Source: an optimization exercise on an open RTL-to-GDS flow (aim: small area). Production flows keep margins and buffers that such runs may drop.
The RTL was checked by simulation tests, not by an equivalence proof against the original design.
Power is estimated from default activity; no workload was simulated.

**design/flow/design.v**
```verilog
module regfile_wb #(
    parameter int DATA_W = 32,
    parameter bit BYPASS = 1'b1
) (
    input  logic              clk,
    input  logic              rst,
    input  logic              we,
    input  logic [4:0]        waddr,
    input  logic [DATA_W-1:0] wdata,
    input  logic [4:0]        raddr1,
    input  logic [4:0]        raddr2,
    output logic [DATA_W-1:0] rdata1,
    output logic [DATA_W-1:0] rdata2,
    output logic [15:0]       wr_count,
    output logic [4:0]        last_waddr
);
    logic [DATA_W-1:0] regs [32];
    logic              commit;
    assign commit = we && (waddr != 5'd0);
    always_ff @(posedge clk) begin
        if (rst) begin
            for (int i = 0; i < 32; i++) begin
                regs[i] <= '0;
            end
            wr_count   <= '0;
            last_waddr <= '0;
        end else if (commit) begin
            regs[waddr] <= wdata;
            wr_count    <= wr_count + 16'd1;
            last_waddr  <= waddr;
        end
    end
    always_comb begin
        rdata1 = regs[raddr1];
        rdata2 = regs[raddr2];
        if (BYPASS && commit && (raddr1 == waddr)) rdata1 = wdata;
        if (BYPASS && commit && (raddr2 == waddr)) rdata2 = wdata;
    end
endmodule
```
**design/flow/run.sh**
```bash
#!/bin/bash
# synth_recipe.tcl (not shown) runs the flow's synth.tcl, then flattens the netlist and writes it again
# the make line also repeats each setting of config.mk as NAME=value (left out here)
make -C /OpenROAD-flow-scripts/flow DESIGN_CONFIG=/design/flow/config.mk WORK_HOME=/design/flow/orfs CLKGATE_MAP_FILE= SYNTH_SCRIPT=/design/flow/synth_recipe.tcl finish
```
**design/flow/config.mk**
```make
export PLATFORM = sky130hd
export DESIGN_NAME = regfile_wb
export DESIGN_NICKNAME = regfile_wb
export VERILOG_FILES = /design/flow/design.v
export SDC_FILE = /design/flow/constraint.sdc
export NUM_CORES = 4
export LEC_CHECK = 0
export CAP_MARGIN = 20
export CORE_MARGIN = 2
export CORE_UTILIZATION = 40
export SLEW_MARGIN = 20
```
**design/flow/constraint.sdc**
```tcl
create_clock -name core_clock -period 7.0 [get_ports {clk}]
set_input_delay 1.4000 -clock core_clock [delete_from_list [all_inputs] [get_ports {clk}]]
set_output_delay 1.4000 -clock core_clock [all_outputs]
set_load 0.01 [all_outputs]
```
==> summary.txt, run 1 <==
The root buffer selected by CTS is clkbuf_16. The largest net degree at the start of global routing is 55. The number of top-level pins came out at 135. The number of standard cells after synthesis came out at 3531. The post-detailed-placement half-perimeter wirelength came out at 117 mm. The slowest stage of the critical path belongs to the cell nor4_1. The number of enable flip-flop cells after synthesis came out at 1024. The total of max-cap violations is 0. The post-cts hold buffer count is 0. The worst reg2reg path depth is 4. The relative slew slack is 0.233. The share of the Yosys chip area taken by registers is 0.567. Traced cell by cell, the critical path runs through clkdlybuf4s50_1, or3b_2, buf_4, buf_4, o22ai_1, nor4_1, mux2_2, clkdlybuf4s50_1. The Yosys warning count came out at 1. The first routing iteration left 5268 violations.

The worst setup path is launched from an input pin. The number of cells in the finished layout apart from fillers is 5467. The area enclosed by the die boundary came out at 0.140 mm2. The final cycle utilization of the critical path came out at 0.929. The routed via count is 34800. The routability congestion estimate from global placement came out at 0.915. The maximum clock path buffer count is 3. The endpoint identified for the worst register-to-register timing path is wr_count[12]$_SDFFE_PP0P_.

STA classifies the critical path endpoint as a primary output. The transition time at the pin with the least slew margin is 1.15 ns. The area growth from synthesis to final layout came out at 12.7%. The ratio of total power to cell area is 244 mW/mm2. The number of buffers inserted by port buffering is 134. The minimum period implied by the final worst setup slack came out at 6.50 ns. The initial antenna violation count came to 30. The leftover overflow at the end of global routing came out at 0. The slack of the worst reg-to-reg path came out at 5.17 ns.

The worst setup skew after layout came out at 0.0309 ns. The mapped netlist covers 0.0549 mm2. The number of buffers created by CTS came out at 111.

edfxtp_1 takes more of the synthesized area than any other cell. STA puts the critical path data arrival time at 5.10 ns. The total core area is 0.136 mm2. The post-route worst setup slack is 0.497 ns. In the layout the commonest cells are 1024 x edfxtp_1, 964 x and2_1, 509 x mux4_2, 249 x o22ai_1, 149 x buf_4. The hold violation count in the final report is 0. The post-cts gate resize count is 0. The clock transition time at the flip-flop clock pins of the worst setup and hold paths came out at 0.07 ns.

The class of the worst hold path is reg2reg. In this run the number of H-tree levels came out at 3. The worst hold path begins at last_waddr[4]$_SDFFE_PP0P_. Dividing the synthesized area by the synthesized cell count gives 15.6 um2. The height of the die came out at 375 um.

In this run the critical register-to-register path is launched from wr_count[0]$_SDFFE_PP0P_. The fraction of final layout cells with drive strength greater than 1 came out at 0.271. The overall power consumption came out at 15100 uW. Post-CTS timing repair inserted 0 buffers for setup. The final wirelength came out at 193 mm. Prior to clock tree synthesis, the placed netlist has a worst setup slack of 0.595 ns. The maximum fanout along the worst path came out at 16. The routed length per instance came out at 35.2 um.

The number of stages on the worst hold path is 2. The buffers plus inverters on the worst setup path came out at 4. For this run, design rule violations remaining after detail routing come to 0. The worst hold path terminates at last_waddr[4]$_SDFFE_PP0P_. Derived from the worst setup path, the maximum achievable clock frequency is 0.154 GHz. The pre-antenna-repair detailed-routing pass consisted of 5 iterations.

The floorplan step set the die width to 375 um. The clock sink total came out at 1045. Setup repair after global routing left no endpoint under its margin.

The area share of the largest cell type after synthesis came out at 0.560. The stage delay of the slowest cell on the critical path is 0.74 ns. The starting utilization of the core area came out at 0.404. The fraction of synthesis flops using an asynchronous set or reset pin is 0. The number of placed instances, taps included, is 5256. The final setup violation count is 0. The later pin in the worst-skew pair is clocked with a latency of 0.75 ns.

Data on the critical path is required at its endpoint by 5.60 ns. The via-per-instance ratio came out at 6.37. For this run, the total global-route usage over all layers was measured as 0.273. The cell leakage power is 0.0205 uW. The worst setup path category is in2out. The cell row count is 135. The first global-routing pass estimated 268 mm of wire. The via count of the first global-routing pass came out at 34300. The post-synthesis cell type count came out at 59.

Leaving out fill and tap cells, the most frequent cell in the layout is edfxtp_1. In the synthesized netlist the dominant register cell turns out to be edfxtp_1. TritonCTS built the clock tree. Fill cells in the final layout number 11700.

The maximum VDD drop came out at 0.000199 V. The total negative slack is 0 ns. After synthesis, the cell types taking the most area are edfxtp_1 56%, mux4_2 21%, and2_1 11%, o22ai_1 2.8%, clkbuf_1 1.7%.

In this run the remaining antenna-violating nets after routing total 0. The net count reported at finish is 3639. The synthesized design contains 1045 register bits.

Among cell families on the critical path, the largest total delay comes from buffers and inverters. The run finished with no timing, DRC or antenna violations. The final count of pins violating max slew was 0.
[state kept, by name (all words and copies together) (netlist names)]
name and count:
wr_count 16, regs 1024, last_waddr 5
[layout make-up]
class	count	area, um2	share of cell area
antenna	7	17.5	0.000283
clock buffer	130	2850	0.0460
clock inverter	74	606	0.00978
inverter	5	18.8	0.000303
multi-input combinational	2119	22100	0.357
sequential	1045	31200	0.504
tap	1781	2230	0.0360
timing repair buffer	306	2890	0.0467
[per-layer routing]
| layer | GRT usage | share of wire | wire length (um) | vias up |
|---|---|---|---|---|
| met5 | 0 | 0.00035 | 67 | - |
| met4 | 0.0972 | 0.040 | 7640 | 10 |
| met3 | 0.0634 | 0.11 | 21400 | 420 |
| met2 | 0.430 | 0.47 | 90000 | 2242 |
| met1 | 0.370 | 0.38 | 73600 | 18300 |
| li1 | - | - | - | 13900 |
[cell usage after synthesis (3+ instances only)]
library cell	instances
a21oi_1	13
a22oi_1	5
and2_1	964
and4_1	3
buf_1	4
buf_2	70
buf_4	33
buf_6	32
clkbuf_1	244
clkbuf_2	9
dfxtp_1	21
edfxtp_1	1024
inv_1	5
mux2_2	56
mux2_4	9
mux4_2	509
nand2_1	12
nand3_1	11
nand3b_1	12
nor2_1	39
nor3_1	29
nor4_1	62
o211ai_1	4
o21ai_0	5
o22ai_1	249
o31ai_1	6
or2_2	31
or3_1	8
or3b_2	6
or4_1	5
xnor2_1	9
xor2_1	6
[stage by stage]
step	cell area (um2)	utilization	hold slack (ns)
2_1_floorplan	55000	-	0.481
3_3_place_gp	58500	0.430	0.458
3_5_place_dp	58400	0.430	0.453
4_1_cts	61900	0.456	0.462
5_1_grt	61900	0.456	0.502
6_report	61900	0.456	0.461
[kinds of logic after synthesis]
| kind of cell | count (synthesis) | synth area share |
|---|---|---|
| XOR/XNOR | 15 | 0.00239 |
| flip-flops | 1045 | 0.567 |
| buffers and inverters | 398 | 0.0358 |
| AND/OR/NAND/NOR | 1204 | 0.136 |
| AO/OA/AOI/OAI | 290 | 0.0337 |
| adder cells (fa/ha/maj) | 1 | 0.000228 |
| multiplexers | 577 | 0.224 |
| other | 1 | 0.0000683 |
[tightest hold or removal path: cells and delay by family (launching register included)]
| family | cells | cell delay (ns) |
|---|---|---|
| AND/OR/NAND/NOR | 1 | 0.05 |
| AO/OA/AOI/OAI | 1 | 0.05 |
| flip-flops | 1 | 0.31 |
[where the power goes]
part | internal, uW | switching [uW]
logic | 846 | 1100
registers | 7210 | 160
clock network | 3200 | 2610
[how the worst max path moves through the flow]
stage	startpoint	end	slack (ns)	cells after the start
global route	raddr1[3]	rdata1[9]	0.34	8
finish	raddr1[3]	rdata1[9]	0.50	8
floorplan	waddr[0]	rdata1[10]	2.73	7
detailed placement	raddr2[2]	rdata2[18]	0.60	7
CTS	raddr2[2]	rdata2[18]	0.57	7
global placement	raddr2[2]	rdata2[16]	0.06	8
==> run 2: changes to the inputs <==
==> design/flow/design.v (replaced) <==
module regfile_wb #(
    parameter int DATA_W = 32
) (
    input  logic              clk,
    input  logic              rst,
    input  logic              we,
    input  logic [4:0]        waddr,
    input  logic [DATA_W-1:0] wdata,
    input  logic [4:0]        raddr1,
    input  logic [4:0]        raddr2,
    output logic [DATA_W-1:0] rdata1,
    output logic [DATA_W-1:0] rdata2,
    output logic [15:0]       wr_count,
    output logic [4:0]        last_waddr
);
    logic [DATA_W-1:0] regs [1:31];
    logic [DATA_W-1:0] regs_d [1:31];
    logic [31:1]       valid;
    logic              commit;
    logic [31:1]       wsel, wsel_n;
    assign commit = we && (waddr != 5'd0);
    always_comb begin
        for (int i = 1; i < 32; i++) begin
            wsel[i]   = commit && (waddr == 5'(i));
            wsel_n[i] = !we || (waddr != 5'(i));
        end
    end
    for (genvar i = 1; i < 32; i++) begin : g_row
        for (genvar b = 0; b < DATA_W; b++) begin : g_bit
            regfile_wb_hold u_hold (
                .wr(wsel[i]), .keep(wsel_n[i]), .wdata(wdata[b]), .q(regs[i][b]), .d(regs_d[i][b])
            );
        end
    end
    always_ff @(posedge clk) begin
        for (int i = 1; i < 32; i++) regs[i] <= regs_d[i];
    end
    always_ff @(posedge clk) begin
        if (rst) begin
            valid      <= '0;
            wr_count   <= '0;
            last_waddr <= '0;
        end else begin
            valid <= valid | wsel;
            if (commit) begin
                wr_count   <= wr_count + 16'd1;
                last_waddr <= waddr;
            end
        end
    end
    logic        hit1, hit2;
    logic [31:1] rsel1, rsel2;
    assign hit1 = commit && (raddr1 == waddr);
    assign hit2 = commit && (raddr2 == waddr);
    always_comb begin
        for (int i = 1; i < 32; i++) begin
            rsel1[i] = (raddr1 == 5'(i)) && valid[i] && !hit1;
            rsel2[i] = (raddr2 == 5'(i)) && valid[i] && !hit2;
        end
    end
    logic [32*DATA_W-1:0] rd_terms;
    assign rd_terms[DATA_W-1:0] = wdata;
    for (genvar i = 1; i < 32; i++) begin : g_terms
        assign rd_terms[i*DATA_W +: DATA_W] = regs[i];
    end
    regfile_wb_rdsel #(.DATA_W(DATA_W)) u_rd1 (
        .sel({rsel1, hit1}), .terms(rd_terms), .y(rdata1)
    );
    regfile_wb_rdsel #(.DATA_W(DATA_W)) u_rd2 (
        .sel({rsel2, hit2}), .terms(rd_terms), .y(rdata2)
    );
endmodule
module regfile_wb_hold (
    input  logic wr,
    input  logic keep,
    input  logic wdata,
    input  logic q,
    output logic d
);
    assign d = (wr & wdata) | (keep & q);
endmodule
module regfile_wb_ao3n (
    input  logic [2:0] sel,
    input  logic [2:0] d,
    output logic       yn
);
    assign yn = !(|(sel & d));
endmodule
module regfile_wb_ao2n (
    input  logic [1:0] sel,
    input  logic [1:0] d,
    output logic       yn
);
    assign yn = !(|(sel & d));
endmodule
module regfile_wb_rdsel #(
    parameter int DATA_W = 32
) (
    input  logic [31:0]          sel,
    input  logic [32*DATA_W-1:0] terms,
    output logic [DATA_W-1:0]    y
);
    for (genvar b = 0; b < DATA_W; b++) begin : g_bit
        logic [31:0] d;
        logic [10:0] pn;
        for (genvar t = 0; t < 32; t++) begin : g_t
            assign d[t] = terms[t*DATA_W + b];
        end
        for (genvar g = 0; g < 10; g++) begin : g_grp
            regfile_wb_ao3n u_ao (.sel(sel[3*g +: 3]), .d(d[3*g +: 3]), .yn(pn[g]));
        end
        regfile_wb_ao2n u_ao2 (.sel(sel[31:30]), .d(d[31:30]), .yn(pn[10]));
        assign y[b] = !(&pn);
    end
endmodule
--- a/design/flow/config.mk
+++ b/design/flow/config.mk
@@ -10,2 +10,4 @@
 export CORE_UTILIZATION = 40
 export SLEW_MARGIN = 20
+export SYNTH_HIERARCHICAL = 1
+export SYNTH_MINIMUM_KEEP_SIZE = 0
==> run 2 against run 1 <==
- final area is 19% lower
- still clean
- first-iteration DRC count increased by 96%
- sequential share of layout area is 8.7 points lower
- combinational power decreased by 32%
==> summary.txt, run 2 <==
The global-route track usage on met1 came out at 0.495. For this design the ratio of total power to cell area is 311 mW/mm2. The analysis attributes to cell leakage a power of 0.0199 uW. At the worst endpoint, the required time is 5.60 ns. The insertion delay to the later sink of the worst-skew pair came out at 0.70 ns.

The number of enable flip-flop cells after synthesis is 0. The number of top-level pins is 135. The number of standard cells after synthesis came out at 3410. regs holds more flip-flops than any other register. Measured against its own limit, the worst slew margin works out to 0.0599.

At the end of the flow, the number of nets in the layout was 3936. The data arrival time at the worst-slack endpoint is 5.55 ns. The post-synthesis cell type count is 40. By area the synthesized netlist is led by dfxtp_1 52%, a22o_1 21%, a222oi_1 16%, nand4_1 2.1%, a22oi_2 2.0%. The critical path goes through clkdlybuf4s50_1, or3_1, o21ai_4, buf_4, nor3_4, buf_12, buf_4, buf_4, nor3_2, buf_12, a222oi_1, nand4_1, or3_1, clkdlybuf4s50_1. OpenSTA, run right after detailed placement, puts the worst setup slack at -0.209 ns. The synthesized design spends more area on one cell type than any other, namely dfxtp_1. In the final layout, the registers with the most flip-flops are regs: 992 flops, valid: 31 flops, wr_count: 16 flops. The stage delay of the slowest cell on the critical path is 0.58 ns. The clock sink total came out at 1044. By startpoint and endpoint, the worst setup path is classified as in2out. The largest individual stage delay along the critical path comes from the cell clkdlybuf4s50_1. The initial antenna violation count is 6.

The via-per-instance ratio is 7.84. The register with the most flip-flops in the layout has 992 of them. The clock transition time at the flip-flop clock pins of the worst setup and hold paths is 0.06 ns.

Counting instances in the post-synthesis netlist gives the leading cell types as 1044 x dfxtp_1, 992 x a22o_1, 640 x a222oi_1, 138 x nand4_1, 93 x nand3_1. The post-layout instance area is 0.0501 mm2. In this run the worst hold path is classified as reg2reg.

The fraction of final layout cells with drive strength greater than 1 came out at 0.151. The worst setup skew after layout came out at 0.00589 ns. The number of detailed-routing iterations run before antenna repair came out at 13.

The area occupied by registers came out at 0.0209 mm2. The synthesized design contains 1044 register bits. In the finished design, the share of the clock period the worst path needs comes to 0.993. Setup repair after global routing left no endpoint under its margin. The post-synthesis sequential area ratio is 0.517. The area share of the largest cell type after synthesis is 0.517. The die covers 0.104 mm2. The leftover overflow at the end of global routing came out at 0. Max-cap violations in this run came to 0. The wire length of the first global-routing pass is 273 mm. The TritonCTS clock tree is done. The cell row count came out at 116. The Yosys warning count is 10.

The type of element launching the critical path is an input pin. The run finished with no timing, DRC or antenna violations. The maximum fanout along the worst path came out at 32. The top cell types in the final layout, fill and taps aside, are 1044 x dfxtp_1, 992 x a22o_1, 640 x a222oi_1, 229 x buf_4, 138 x nand4_1. The post-route worst setup slack is 0.0523 ns. The final count of pins violating max slew came to 0.

The area of the multi-input gates came out at 0.0197 mm2. The largest net degree at the start of global routing is 54. In this run the critical register-to-register path is launched from wr_count[0]$_SDFFE_PP0P_. Compared with the post-synthesis result, the final layout area differs by 24.0%.

The met3 track demand over resource came out at 0.0938. In this design, the largest share of critical-path delay is due to buffers and inverters. For met2 alone, demand over resource in global routing was 0.477. The maximum VDD drop came out at 0.000176 V.

The total core area came out at 0.100 mm2. After legalization and detailed placement, the total HPWL measured 117 mm. Subtracting the final worst setup slack from the clock period gives 6.95 ns. The routed design has 194 mm of wire. The total routing resource utilization after global routing is 0.355. The most critical setup path has its startpoint at waddr[3]. In this design, the critical path's most frequently occurring cell is buf_4. The commonest non-fill, non-tap cell in the layout is dfxtp_1. In the synthesized netlist the dominant register cell turns out to be dfxtp_1. The height of the die is 322 um.

The highest clock frequency the design can meet is 0.144 GHz. The overall power consumption came out at 15600 uW. The total negative slack is 0 ns. The routability congestion estimate from global placement is 0.923. The starting utilization of the core area came out at 0.404. In the final routed layout, each cell accounts on average for 36.7 um. The residual antenna-violating net count after detailed routing came out at 0. Dividing the synthesized area by the synthesized cell count gives 11.9 um2. The final setup violation count is 0. The critical path endpoint category is a primary output.

The post-synthesis instance area is 0.0404 mm2. The post-detailed-route DRC marker count is 0. The post-cts hold buffer count is 0. The hold violation count in the final report came out at 0.

In this run the cell area measured after placement is 0.0460 mm2. The number of buffers created by CTS came out at 107. The H-tree depth came out at 3. The number of buffers inserted by port buffering came out at 134. In this run the clock root is driven by a clkbuf_16. The count of routing violations after the opening detailed-route iteration came out at 10300. At the pin with the least slew margin, the transition time is 1.41 ns.

The maximum clock path buffer count is 3. The routed via count is 41300. The die boundary width came out at 322 um. The worst hold path begins at last_waddr[3]$_SDFFE_PP0P_. The fraction of synthesis flops using an asynchronous set or reset pin came out at 0. The total of fill cells in the finished design is 8872. The buffers plus inverters on the worst setup path is 7. The most common cell in the synthesized netlist is dfxtp_1. After global routing, the most crowded layer is met1. The via count of the first global-routing pass came out at 38100.
[run 2: cell types whose count changed after synthesis, moves of 221 or more]
cell      delta
a22o_1     +992
dfxtp_1   +1023
edfxtp_1  -1024
o22ai_1    -249
and2_1     -963
a222oi_1   +640
clkbuf_1   -221
mux4_2     -509
[run 2: final timing paths]
kind / cells after the start / endpoint / slack [ns]
setup reg to reg: 5 / wr_count[12]$_SDFFE_PP0P_ / 5.10
hold / removal: 2 / last_waddr[3]$_SDFFE_PP0P_ / 0.47
hold reg to reg: 2 / last_waddr[3]$_SDFFE_PP0P_ / 0.47
setup / recovery: 14 / rdata2[6] / 0.05
[run 2: power breakdown]
part	total (uW)	internal (uW)	switching, uW
Combinational	1330	811	516
Clock	6250	3720	2530
Sequential	8000	7080	921
[run 2: tightest hold or removal path: stages, from the launching register on]
cell     delay [ns]
dfxtp_1        0.31
nand2_1        0.05
a21oi_1        0.05
[run 2: Yosys stat by module, one instance, submodules excluded, a selection]
module / area (um2) / copies in the design / flops+latches
regfile_wb: 23000 / 1 / 1044
regfile_wb_ao2n: 12.5 / 64 / 0
regfile_wb_ao3n: 10.0 / 640 / 0
regfile_wb_hold: 8.76 / 992 / 0
[run 2: what timing repair did]
item | CTS | global route
resized for setup | 5 | 3
setup buffers | 7 | 0
setup endpoints to repair | 41 | 6
pin swaps | 2 | 3
[run 2: final cells by class]
| cell class | count | area share |
|---|---|---|
| clock inverter | 49 | 0.0147 |
| inverter | 32 | 0.00240 |
| sequential | 1044 | 0.417 |
| timing repair buffer | 404 | 0.0776 |
| antenna | 3 | 0.000150 |
| tap | 1298 | 0.0324 |
| multi-input combinational | 2296 | 0.394 |
| clock buffer | 149 | 0.0618 |
[run 2: per-stage QoR]
stage | hold WS, ns | cells | utilization
after CTS | 0.463 | 5267 | 0.499
after global routing | 0.489 | 5272 | 0.500
after floorplan | 0.442 | 3410 | -
after detailed placement | 0.451 | 5062 | 0.460
after global placement | 0.455 | 5060 | 0.459
final | 0.468 | 5275 | 0.500
[run 2: logic make-up after synthesis]
| logic type | synth area share |
|---|---|
| flops | 0.517 |
| simple gates | 0.0701 |
| xor+xnor | 0.00347 |
| compound gates | 0.401 |
| mux | 0.000526 |
| fa+ha+maj | 0.000310 |
| buf+inv | 0.00731 |
[run 2: layer usage]
metal / routed length [um] / vias up
met4: 14500 / 4
met3: 29100 / 653
met1: 74200 / 20000
li1: - / 16600
met5: 22 / -
met2: 75800 / 4070
==> run 3: changes to the inputs <==
--- a/design/flow/design.v
+++ b/design/flow/design.v
@@ -55,6 +55,6 @@
     always_comb begin
         for (int i = 1; i < 32; i++) begin
-            rsel1[i] = (raddr1 == 5'(i)) && valid[i] && !hit1;
-            rsel2[i] = (raddr2 == 5'(i)) && valid[i] && !hit2;
+            rsel1[i] = (raddr1 == 5'(i)) && valid[i] && !wsel[i];
+            rsel2[i] = (raddr2 == 5'(i)) && valid[i] && !wsel[i];
         end
     end
==> design/flow/flow/run.sh (new file) <==
#!/bin/bash
# Own layout flow: the standard flow (standard synthesis unchanged), with
#  - port buffers of the smallest buffer cell instead of the delay-buffer cell
#    buffer_ports picks by default (every input and output still gets one);
#  - clock tree synthesis without dummy loads.
# The make output of the whole run goes to flow_make.log in the work folder;
# ORFS keeps each step's own log under orfs/logs/.
set -euo pipefail
export BUFFER_PORTS_ARGS="-buffer_cell sky130_fd_sc_hd__buf_1"
export CTS_ARGS="-sink_clustering_enable -repair_clock_nets -dont_use_dummy_load -sink_clustering_size 30 -sink_clustering_max_diameter 80 -buf_list {sky130_fd_sc_hd__clkbuf_4 sky130_fd_sc_hd__clkbuf_8 sky130_fd_sc_hd__clkbuf_16}"
bash standard.sh finish > flow_make.log 2>&1
==> design/flow/standard.sh (new file) <==
#!/bin/bash
# synth_recipe.tcl (not shown) runs the flow's synth.tcl, then flattens the netlist and writes it again
# the make line also repeats each setting of config.mk as NAME=value (left out here)
make -C /OpenROAD-flow-scripts/flow DESIGN_CONFIG=/design/flow/config.mk WORK_HOME=/design/flow/orfs CLKGATE_MAP_FILE= SYNTH_SCRIPT=/design/flow/synth_recipe.tcl "${@:-finish}"
--- a/design/flow/config.mk
+++ b/design/flow/config.mk
@@ -9,4 +9,7 @@
 export CORE_MARGIN = 2
 export CORE_UTILIZATION = 40
+export CTS_BUF_LIST = sky130_fd_sc_hd__clkbuf_4 sky130_fd_sc_hd__clkbuf_8 sky130_fd_sc_hd__clkbuf_16
+export CTS_CLUSTER_DIAMETER = 80
+export CTS_CLUSTER_SIZE = 30
 export SLEW_MARGIN = 20
 export SYNTH_HIERARCHICAL = 1
removed: design/flow/run.sh
==> run 3 against run 2 <==
- clock power decreased by 48%
- global-route usage decreased by 0.12 points
- critical path depth decreased by 5
- wire length decreased by 0.18%
- synthesized area decreased by 0.24%
- worst setup slack improved by 0.56 ns
- synthesized cell count decreased by 0.67%
- combinational power decreased by 3%
- maximum frequency increased by 8.8%
- sequential share of layout area increased by 4.4 points
==> summary.txt, run 3 <==
The flow ran to the end and the layout has no timing, DRC or antenna violations. The total negative slack is 0 ns. The post-detailed-placement half-perimeter wirelength is 112 mm. Yosys instantiated no cell more often than dfxtp_1. The number of flip-flops under the largest register name is 992.

Among the stages of the critical path, the cell type that occurs most often is buf_1. The post-route worst setup slack came out at 0.614 ns. The final count of pins violating max slew is 0.

Once placement finished, the instance area stood at 0.0441 mm2. The residual antenna-violating net count after detailed routing came out at 0. The highest clock frequency the design can meet came out at 0.157 GHz.

The flip-flop and latch count after synthesis is 1044. In the layout the commonest cells are 1044 x dfxtp_1, 992 x a22o_1, 640 x a222oi_1, 163 x buf_4, 131 x nand4_1. The number of buffers inserted by port buffering is 134.

After synthesis, the most frequently instantiated cells are 1044 x dfxtp_1, 992 x a22o_1, 640 x a222oi_1, 131 x nand4_1, 78 x nand2_1. The final setup violation count is 0. The routed via count came out at 40200.

The critical path goes through buf_1, nand2b_1, or2_2, nor3_4, buf_4, a222oi_1, nand4_1, or3_1, buf_1. The number of cells on the worst reg-to-reg path is 4. The share of the Yosys chip area taken by registers is 0.518. The worst reg2reg path endpoint is wr_count[15]$_SDFFE_PP0P_.

The post-synthesis share of cell area spent on xor and xnor gates is 0.00326. The clock transition time at the flip-flop clock pins of the worst setup and hold paths is 0.09 ns. For this design, the slowest cell found on the critical path is nor3_4.

The number of standard cells after synthesis is 3387. The worst setup path is of the in2out kind. The number of detailed-routing iterations run before antenna repair came out at 17. The die boundary width came out at 321 um.

In the final layout, the share of cells above drive strength 1 is 0.114. The final wirelength is 193 mm. The post-route core utilization came out at 0.453. The commonest non-fill, non-tap cell in the layout is dfxtp_1. The worst setup skew after layout came out at 0.0544 ns.

The post-CTS setup-driven buffer insertion count is 0. The net count reported at finish is 3755. The fraction of synthesis flops using an asynchronous set or reset pin came out at 0.

STA classifies the critical path startpoint as an input pin. The height of the die came out at 321 um. Setup repair after global routing left no endpoint under its margin. For flop-to-flop paths, the worst setup slack is 5.26 ns. The synthesized design contains 0 enable-type register cells. The register ranked first by flip-flop count is regs. The H-tree depth is 2. The most used flip-flop cell after synthesis is dfxtp_1. The biggest area contributor in the post-synthesis netlist is dfxtp_1. The area growth from synthesis to final layout came out at 12.4%. By area the synthesized netlist is led by dfxtp_1 52%, a22o_1 22%, a222oi_1 16%, nand4_1 2.0%, a22oi_2 2.0%. The largest net degree at the start of global routing came out at 54. The wire length of the first global-routing pass is 270 mm. The minimum period implied by the final worst setup slack came out at 6.39 ns. The insertion delay to the later sink of the worst-skew pair is 0.66 ns.

The area fraction in compound gates after synthesis came to 0.402. The hold violation count in the final report came out at 0. For the pin with the worst max-slew slack, the measured transition is 1.13 ns. During I/O placement, the number of pins put on the boundary was 135. At the end of routability-driven placement, the weighted congestion stood at 0.945. TritonCTS built the clock tree. The cell row count came out at 116. The maximum clock path buffer count is 3. The class of the worst hold path is reg2reg. STA puts the critical path data required time at 5.60 ns. For this configuration, the core starts out at a cell density of 0.403. The total routing resource utilization after global routing came out at 0.354.

The destination of the critical timing path is rdata1[13]. The simple-gate share of the synthesized area came out at 0.0686. The total of fill cells in the finished design is 9291. The data arrival time at the worst-slack endpoint came out at 4.99 ns. The share of synthesized cell area in full adder, half adder and majority cells came out at 0.000310.

The total of max-cap violations is 0. Of all nets on the critical path, the largest fanout is 16. The cell sitting at the root of the clock tree is a clkbuf_16.

The critical path endpoint category is a primary output. The initial antenna violation count came out at 8. The post-detailed-route DRC marker count is 0. The area share of the largest cell type after synthesis is 0.518. In the final layout, the registers with the most flip-flops are regs: 992 flops, valid: 31 flops, wr_count: 16 flops. The cell leakage power came out at 0.0178 uW.

After global routing the overflow that remains totals 0. The post-synthesis cell type count is 43. Hold is met by 0.462 ns.

The via count of the first global-routing pass is 37100. The most critical setup path has its startpoint at raddr1[1]. In the finished design, the share of the clock period the worst path needs comes to 0.912. The number of buffers created by CTS is 49. The area enclosed by the die boundary is 0.103 mm2. The worst-case IR drop observed on VDD is 0.000188 V. The post-cts gate resize count came out at 0. The Yosys warning count came out at 10. In this design, the stage delay of the slowest critical-path cell is 0.93 ns. The post-synthesis instance area came out at 0.0403 mm2. The routed length per instance came out at 38.6 um. The number of hold buffers added after CTS was 0.

The post-layout instance area came out at 0.0453 mm2. Of the post-synthesis cell area, the part taken by muxes is 0.000248. The via-per-instance ratio came out at 8.03. The clock sink total is 1044.

The relative slew slack came out at 0.245. The combinational family with the most area after synthesis is compound AO/OA/AOI/OAI gates. The total core area came out at 0.100 mm2.

The synthesized area per cell is 11.9 um2. In this run the critical register-to-register path is launched from wr_count[2]$_SDFFE_PP0P_. The count of routing violations after the opening detailed-route iteration is 9371.

Timing analysis after detailed placement gives a worst setup slack of 0.824 ns. In this run the power density over the cells is 276 mW/mm2.
[run 3: changes by cell type in the layout (fill, tap and decap cells not counted), moves of 30 or more]
cell / change
clkdlybuf4s50_1: -128
buf_1: +103
buf_4: -66
clkbuf_16: -60
buf_12: -33
clkbuf_2: +31
nor2_4: -30
[run 3: per-layer routing]
| layer | vias up | GRT usage | share of wire |
|---|---|---|---|
| met3 | 614 | 0.122 | 0.16 |
| met5 | - | 0 | 0.000052 |
| met1 | 19700 | 0.477 | 0.38 |
| met2 | 3767 | 0.493 | 0.40 |
| met4 | 2 | 0.191 | 0.059 |
| li1 | 16100 | - | - |
[run 3: how the worst min path moves through the flow]
stage,startpoint,endpoint,slack (ns),depth (start not counted)
after floorplan,valid[10]$_SDFF_PP0_,valid[10]$_SDFF_PP0_,0.44,2
after global placement,valid[5]$_SDFF_PP0_,valid[5]$_SDFF_PP0_,0.45,2
after detailed placement,last_waddr[0]$_SDFFE_PP0P_,last_waddr[0]$_SDFFE_PP0P_,0.45,2
after CTS,last_waddr[0]$_SDFFE_PP0P_,last_waddr[0]$_SDFFE_PP0P_,0.47,2
after global routing,last_waddr[0]$_SDFFE_PP0P_,last_waddr[0]$_SDFFE_PP0P_,0.49,2
final,last_waddr[0]$_SDFFE_PP0P_,last_waddr[0]$_SDFFE_PP0P_,0.46,2
[run 3: modules after synthesis, one instance, submodules excluded, a selection]
module	cell area [um2]	copies in the design
regfile_wb_ao3n	10.0	640
regfile_wb_ao2n	12.5	64
regfile_wb	22900	1
regfile_wb_hold	8.76	992
[run 3: report_power, final]
group / total (uW) / switching [uW] / internal [uW] / leakage [uW]
sequential: 7990 / 920 / 7070 / 0.00868
combinational: 1290 / 519 / 775 / 0.00848
clock: 3240 / 1980 / 1250 / 0.000604
[run 3: area by class of cell]
| type | instances | area (um2) | area share |
|---|---|---|---|
| flip-flops and latches | 1044 | 20900 | 0.461 |
| multi-input cells | 2277 | 19600 | 0.433 |
| repair buffers | 300 | 1830 | 0.0403 |
| well taps | 1298 | 1620 | 0.0358 |
| clock buffers | 49 | 1230 | 0.0271 |
| inverters | 32 | 120 | 0.00265 |
| diodes | 2 | 5.00 | 0.000110 |
[run 3: per-stage QoR]
step | cells | total power, uW
after global placement | 4951 | 9260
after floorplan | 3387 | 8780
after CTS | 5000 | 12400
after global routing | 5000 | 12900
after detailed placement | 4951 | 9320
final | 5002 | 12500
[run 3: critical path: cells and delay by family]
| family | cells | cell delay (ns) |
|---|---|---|
| AND/OR/NAND/NOR | 5 | 2.41 |
| AO/OA/AOI/OAI | 1 | 0.11 |
| buffers and inverters | 3 | 1.04 |
[run 3: cells by family after synthesis]
group / after synthesis
AO/OA/AOI/OAI: 1750
XOR/XNOR: 15
adder cells (fa/ha/maj): 1
buffers and inverters: 66
flip-flops: 1044
multiplexers: 1
AND/OR/NAND/NOR: 510
==> run 4: changes to the inputs <==
--- a/design/flow/design.v
+++ b/design/flow/design.v
@@ -20,9 +20,13 @@
     logic [31:1]       wsel, wsel_n;
     assign commit = we && (waddr != 5'd0);
+    logic [3:0] wlo;
+    logic [7:0] whi;
     always_comb begin
-        for (int i = 1; i < 32; i++) begin
-            wsel[i]   = commit && (waddr == 5'(i));
-            wsel_n[i] = !we || (waddr != 5'(i));
-        end
+        for (int j = 0; j < 4; j++) wlo[j] = waddr[1:0] == 2'(j);
+        for (int k = 0; k < 8; k++) whi[k] = we && (waddr[4:2] == 3'(k));
+    end
+    for (genvar i = 1; i < 32; i++) begin : g_wsel
+        regfile_wb_and2  u_ws  (.a(whi[i/4]), .b(wlo[i%4]), .y(wsel[i]));
+        regfile_wb_nand2 u_wsn (.a(whi[i/4]), .b(wlo[i%4]), .y(wsel_n[i]));
     end
     for (genvar i = 1; i < 32; i++) begin : g_row
@@ -53,9 +57,14 @@
     assign hit1 = commit && (raddr1 == waddr);
     assign hit2 = commit && (raddr2 == waddr);
+    logic [31:1] ra1_hit, ra2_hit;
     always_comb begin
         for (int i = 1; i < 32; i++) begin
-            rsel1[i] = (raddr1 == 5'(i)) && valid[i] && !wsel[i];
-            rsel2[i] = (raddr2 == 5'(i)) && valid[i] && !wsel[i];
+            ra1_hit[i] = raddr1 == 5'(i);
+            ra2_hit[i] = raddr2 == 5'(i);
         end
+    end
+    for (genvar i = 1; i < 32; i++) begin : g_rsel
+        regfile_wb_and3 u_rs1 (.a(ra1_hit[i]), .b(valid[i]), .c(wsel_n[i]), .y(rsel1[i]));
+        regfile_wb_and3 u_rs2 (.a(ra2_hit[i]), .b(valid[i]), .c(wsel_n[i]), .y(rsel2[i]));
     end
     logic [32*DATA_W-1:0] rd_terms;
@@ -70,4 +79,26 @@
         .sel({rsel2, hit2}), .terms(rd_terms), .y(rdata2)
     );
+endmodule
+module regfile_wb_and2 (
+    input  logic a,
+    input  logic b,
+    output logic y
+);
+    assign y = a & b;
+endmodule
+module regfile_wb_nand2 (
+    input  logic a,
+    input  logic b,
+    output logic y
+);
+    assign y = !(a & b);
+endmodule
+module regfile_wb_and3 (
+    input  logic a,
+    input  logic b,
+    input  logic c,
+    output logic y
+);
+    assign y = a & b & c;
 endmodule
 module regfile_wb_hold (
@@ -87,10 +118,22 @@
     assign yn = !(|(sel & d));
 endmodule
-module regfile_wb_ao2n (
+module regfile_wb_nand4 (
+    input  logic [3:0] a,
+    output logic       y
+);
+    assign y = !(&a);
+endmodule
+module regfile_wb_or4 (
+    input  logic [3:0] a,
+    output logic       y
+);
+    assign y = |a;
+endmodule
+module regfile_wb_ao2 (
     input  logic [1:0] sel,
     input  logic [1:0] d,
-    output logic       yn
+    output logic       y
 );
-    assign yn = !(|(sel & d));
+    assign y = |(sel & d);
 endmodule
 module regfile_wb_rdsel #(
@@ -103,5 +146,6 @@
     for (genvar b = 0; b < DATA_W; b++) begin : g_bit
         logic [31:0] d;
-        logic [10:0] pn;
+        logic [9:0]  pn;
+        logic        p2;
         for (genvar t = 0; t < 32; t++) begin : g_t
             assign d[t] = terms[t*DATA_W + b];
@@ -110,6 +154,10 @@
             regfile_wb_ao3n u_ao (.sel(sel[3*g +: 3]), .d(d[3*g +: 3]), .yn(pn[g]));
         end
-        regfile_wb_ao2n u_ao2 (.sel(sel[31:30]), .d(d[31:30]), .yn(pn[10]));
-        assign y[b] = !(&pn);
+        regfile_wb_ao2 u_ao2 (.sel(sel[31:30]), .d(d[31:30]), .y(p2));
+        logic [2:0] q;
+        regfile_wb_nand4 u_n0 (.a(pn[3:0]), .y(q[0]));
+        regfile_wb_nand4 u_n1 (.a(pn[7:4]), .y(q[1]));
+        regfile_wb_nand2 u_n2 (.a(pn[8]), .b(pn[9]), .y(q[2]));
+        regfile_wb_or4   u_or (.a({p2, q}), .y(y[b]));
     end
 endmodule
--- a/design/flow/config.mk
+++ b/design/flow/config.mk
@@ -6,5 +6,5 @@
 export NUM_CORES = 4
 export LEC_CHECK = 0
-export CAP_MARGIN = 20
+export CAP_MARGIN = 10
 export CORE_MARGIN = 2
 export CORE_UTILIZATION = 40
@@ -12,5 +12,5 @@
 export CTS_CLUSTER_DIAMETER = 80
 export CTS_CLUSTER_SIZE = 30
-export SLEW_MARGIN = 20
+export SLEW_MARGIN = 10
 export SYNTH_HIERARCHICAL = 1
 export SYNTH_MINIMUM_KEEP_SIZE = 0
==> run 4 against run 3 <==
- still clean on timing, DRC and antenna
- sequential share of layout area grew 1.0 points
- total power fell by 1.1%
- sequential power hardly changed
- clock power decreased by 3%
- wire length fell by 1.9%
- worst hold slack gained 0.0081 ns
- synthesized cell count up 0.83%
- maximum frequency down 4.7%
- critical path type unchanged
- critical endpoint is now rdata2[12]
- largest cell class unchanged
==> summary.txt, run 4 <==
The combinational cell fraction of total power came out at 0.102. The post-cts gate resize count came out at 0. The clock transition time at the flip-flop clock pins of the worst setup and hold paths is 0.07 ns. The worst setup path category is in2out. The cell leakage power is 0.0176 uW. The number of buffers created by CTS is 47. The most common flop cell mapped by yosys is dfxtp_1. The initial antenna violation count was 5.

The via-per-instance ratio is 8.09. The net count reported at finish came out at 3711. The post-synthesis cell type count came out at 38. The starting utilization of the core area came out at 0.403.

The flip-flop and latch count after synthesis came out at 1044. TritonCTS built the clock tree. At the pin with the least slew margin, the transition time is 1.26 ns.

The number of top-level pins is 135. The top routing layer in use is met5. After layout, the minimum clock period comes to 6.70 ns. The number of standard cells after synthesis came out at 3415. Entering global routing, the biggest net connects 55 pins.

The number of cells in the design after placement came out at 4909. The length of routed met3 wiring came out at 29.0 mm. During synthesis, Yosys emitted a total of 10 warnings. After synthesis, the mean cell area works out to 11.8 um2. The worst setup path is captured at a primary output. The critical path starts at waddr[1].

Compared with the post-synthesis result, the final layout area differs by 10.0%. The data arrival time at the worst-slack endpoint came out at 5.30 ns. The floorplan has 116 rows. The total core area came out at 0.100 mm2.

The switching power share of the total came out at 0.270. Across all hold checks on the routed design, the worst slack comes to 0.470 ns. The worst setup skew after layout came out at 0.0124 ns. The number of buffers inserted by port buffering is 134. Static timing analysis puts the maximum clock frequency at 0.149 GHz.

The height of the die came out at 321 um. The H-tree depth came out at 2. The number of flip-flops under the largest register name is 992. The synthesized design spends more area on one cell type than any other, namely dfxtp_1. The final wirelength is 190 mm. The sequential share of power is 0.643. The post-route met1 wirelength is 72.5 mm. The final setup violation count is 0. STA classifies the critical path startpoint as an input pin. The hold violation count in the final report is 0.

The post-CTS setup-driven buffer insertion count came out at 0. At the later pin of the worst-skew pair, clock insertion delay measures 0.64 ns. Across the VDD grid, the largest voltage drop is 0.000194 V.

The post-synthesis sequential area ratio came out at 0.519. The switching power total is 3340 uW. The area share of the largest cell type after synthesis came out at 0.519. The launching point of the worst reg2reg path is wr_count[0]$_SDFFE_PP0P_.

The clock share of power is 0.255. Setup repair after global routing left no endpoint under its margin. The ratio of total power to cell area came out at 279 mW/mm2.

The post-detailed-route DRC marker count is 0. The longest clock path from root to sink contains 3 buffers. Once detail routing completed, the nets flagged for antenna violations numbered 0. Summing all placed instances gives a cell area of 0.0431 mm2. The total routing resource utilization after global routing came out at 0.348. The tree is rooted in a clkbuf_16.

The post-detailed-placement half-perimeter wirelength came out at 106 mm. The wire length of the first global-routing pass came out at 267 mm. Of the cells placed in the final design, the portion with a size suffix greater than 1 is 0.0724. The flow ran to the end and the layout has no timing, DRC or antenna violations. The commonest non-fill, non-tap cell in the layout is a22o_1. Hold repair after CTS inserted 0 buffers. Yosys mapped a number of flops with a built-in enable equal to 0. The number of cells in the finished layout apart from fillers is 4961. The detailed route wirelength on metal2 came out at 75.9 mm.

The post-synthesis instance area is 0.0403 mm2. The area enclosed by the die boundary came out at 0.103 mm2. After synthesis, the cell types taking the most area are dfxtp_1 52%, a22o_1 23%, a222oi_1 16%, nand4_1 2.1%, or4_1 1.3%. The clock sink total is 1044. The maximum fanout along the worst path came out at 32. The via count of the first global-routing pass came out at 37100. The number of detailed-routing iterations run before antenna repair came out at 12. The most common cell in the synthesized netlist is a22o_1. The final cycle utilization of the critical path came out at 0.957.

The fraction of synthesis flops using an asynchronous set or reset pin is 0. In the synthesized netlist, the cells that appear most often are 1056 x a22o_1, 1044 x dfxtp_1, 640 x a222oi_1, 132 x nand4_1, 127 x nor2_1. The leftover overflow at the end of global routing is 0. The post-layout instance area came out at 0.0443 mm2.

The data required time of the critical path came out at 5.60 ns. The total negative slack is 0 ns. The worst hold path begins at last_waddr[1]$_SDFFE_PP0P_. In the final layout, the registers with the most flip-flops are regs: 992 flops, valid: 31 flops, wr_count: 16 flops. The count of routing violations after the opening detailed-route iteration is 9337. The class of the worst hold path is reg2reg. The relative slew slack came out at 0.163.

The routed via count is 40200. The final count of pins violating max slew is 0. In this run the horizontal extent of the chip is 321 um.

The total of max-cap violations is 0. regs holds more flip-flops than any other register. The post-route core utilization came out at 0.443. The total internal power came out at 9040 uW. The routed length per instance came out at 38.2 um. The library cells used most frequently in the layout, excluding fill and tap cells, are 1056 x a22o_1, 1044 x dfxtp_1, 640 x a222oi_1, 132 x nand4_1, 127 x nor2_1. The congestion estimate from routability-driven global placement came to 0.909.
-- run 4: cell count changes in the layout (fill, tap and decap cells not counted), moves of 31 or more --
cell / before / now
a22oi_2: 64 / 0
and2_2: 0 / 31
nand2_1: 51 / 92
or4_1: 6 / 68
nor2_1: 53 / 127
a22o_1: 992 / 1056
and3_2: 0 / 50
or3_1: 70 / 8
nor3_2: 42 / 0
buf_4: 163 / 87
nand3_1: 72 / 8
-- run 4: final timing paths --
| kind | end | slack [ns] | cells past startpoint |
|---|---|---|---|
| max | rdata2[12] | 0.30 | 8 |
| max reg2reg | wr_count[14]$_SDFFE_PP0P_ | 5.12 | 5 |
| min reg2reg | last_waddr[1]$_SDFFE_PP0P_ | 0.47 | 2 |
| min | last_waddr[1]$_SDFFE_PP0P_ | 0.47 | 2 |
-- run 4: cell type report --
cell class                 count  area [um2]
fill                        9280       55700
sequential                  1044       20900
multi-input combinational   2345       19400
tap                         1298        1620
timing repair buffer         221        1180
clock buffer                  47        1180
antenna                        5        12.5
inverter                       1        3.75
-- run 4: per-module statistics from Yosys, one instance, submodules excluded, a selection --
module | cells | area [um2]
regfile_wb_nand4 | 1 | 6.26
regfile_wb_and2 | 1 | 6.26
regfile_wb_and3 | 1 | 6.26
regfile_wb_ao2 | 1 | 8.76
regfile_wb | 1339 | 22400
regfile_wb_nand2 | 1 | 3.75
regfile_wb_or4 | 1 | 7.51
regfile_wb_hold | 1 | 8.76
regfile_wb_ao3n | 1 | 10.0
-- run 4: logic make-up after synthesis --
family | after synthesis | share of synthesized area
buf+inv | 26 | 0.00304
compound gates | 1725 | 0.394
fa+ha+maj | 1 | 0.000311
mux | 3 | 0.000808
xor+xnor | 15 | 0.00326
flops | 1044 | 0.519
simple gates | 601 | 0.0799
-- run 4: metal layers --
layer  vias up  GRT usage
li1      16000          -
met1     19700      0.479
met2      3791      0.491
met3       621     0.0932
met4         2      0.195
met5         -          0
-- run 4: critical path, cell delays in order --
cell      delay, ns
buf_1          0.33
and2_1         0.51
nand2_2        0.52
and3_2         0.83
a222oi_1       0.58
nand4_1        0.26
or4_1          0.66
buf_1          0.17
-- run 4: power by group through the flow --
stage                     Clock, uW  Sequential, uW  Combinational (uW)
after floorplan                   0            7810                 939
after global placement            0            8020                1190
after detailed placement          0            8030                1240
after CTS                      3170            7910                1240
after global routing           3350            8100                1370
final                          3150            7970                1260
-- run 4: metrics by stage --
| step | total power (uW) | setup slack [ns] |
|---|---|---|
| final | 12400 | 0.302 |
| after detailed placement | 9270 | 0.567 |
| after global routing | 12800 | 0.378 |
| after CTS | 12300 | 0.563 |
| after floorplan | 8750 | 0.609 |
| after global placement | 9210 | 0.599 |

[afterwards: timing with drivers on the ports]
In the flow no input, the clock included, has a driving cell. The finished layouts below were timed again as built, in two steps.
Step 1: set_driving_cell puts a clkbuf_16 on clk and a buf_2 on each other input, an assumption about the parent block.
Step 2 also shifts input and output timing later by t, the mid clock arrival at the registers, as if the neighbouring blocks saw the same clock.
a / b / c = no drivers / after step 1 / after step 2; a / b = the first two.
run	t, ns	slack for setup (ns)	worst hold slack (ns)	worst data-port slew with drivers (ns)
run 1	0.813	0.497 / 0.356 / 0.356	0.461 / 0.461 / 0.461	0.20
run 2	0.760	0.052 / 0.023 / 0.023	0.468 / 0.468 / 0.468	0.12
run 3	0.722	0.614 / 0.588 / 0.588	0.462 / 0.462 / 0.462	0.10
run 4	0.724	0.302 / 0.270 / 0.270	0.470 / 0.470 / 0.470	0.10
After both steps setup and hold are still met in every run listed. For run 1, which loses most, drivers alone change the setup slack by -0.141 ns; drivers and shift together by -0.141 ns.
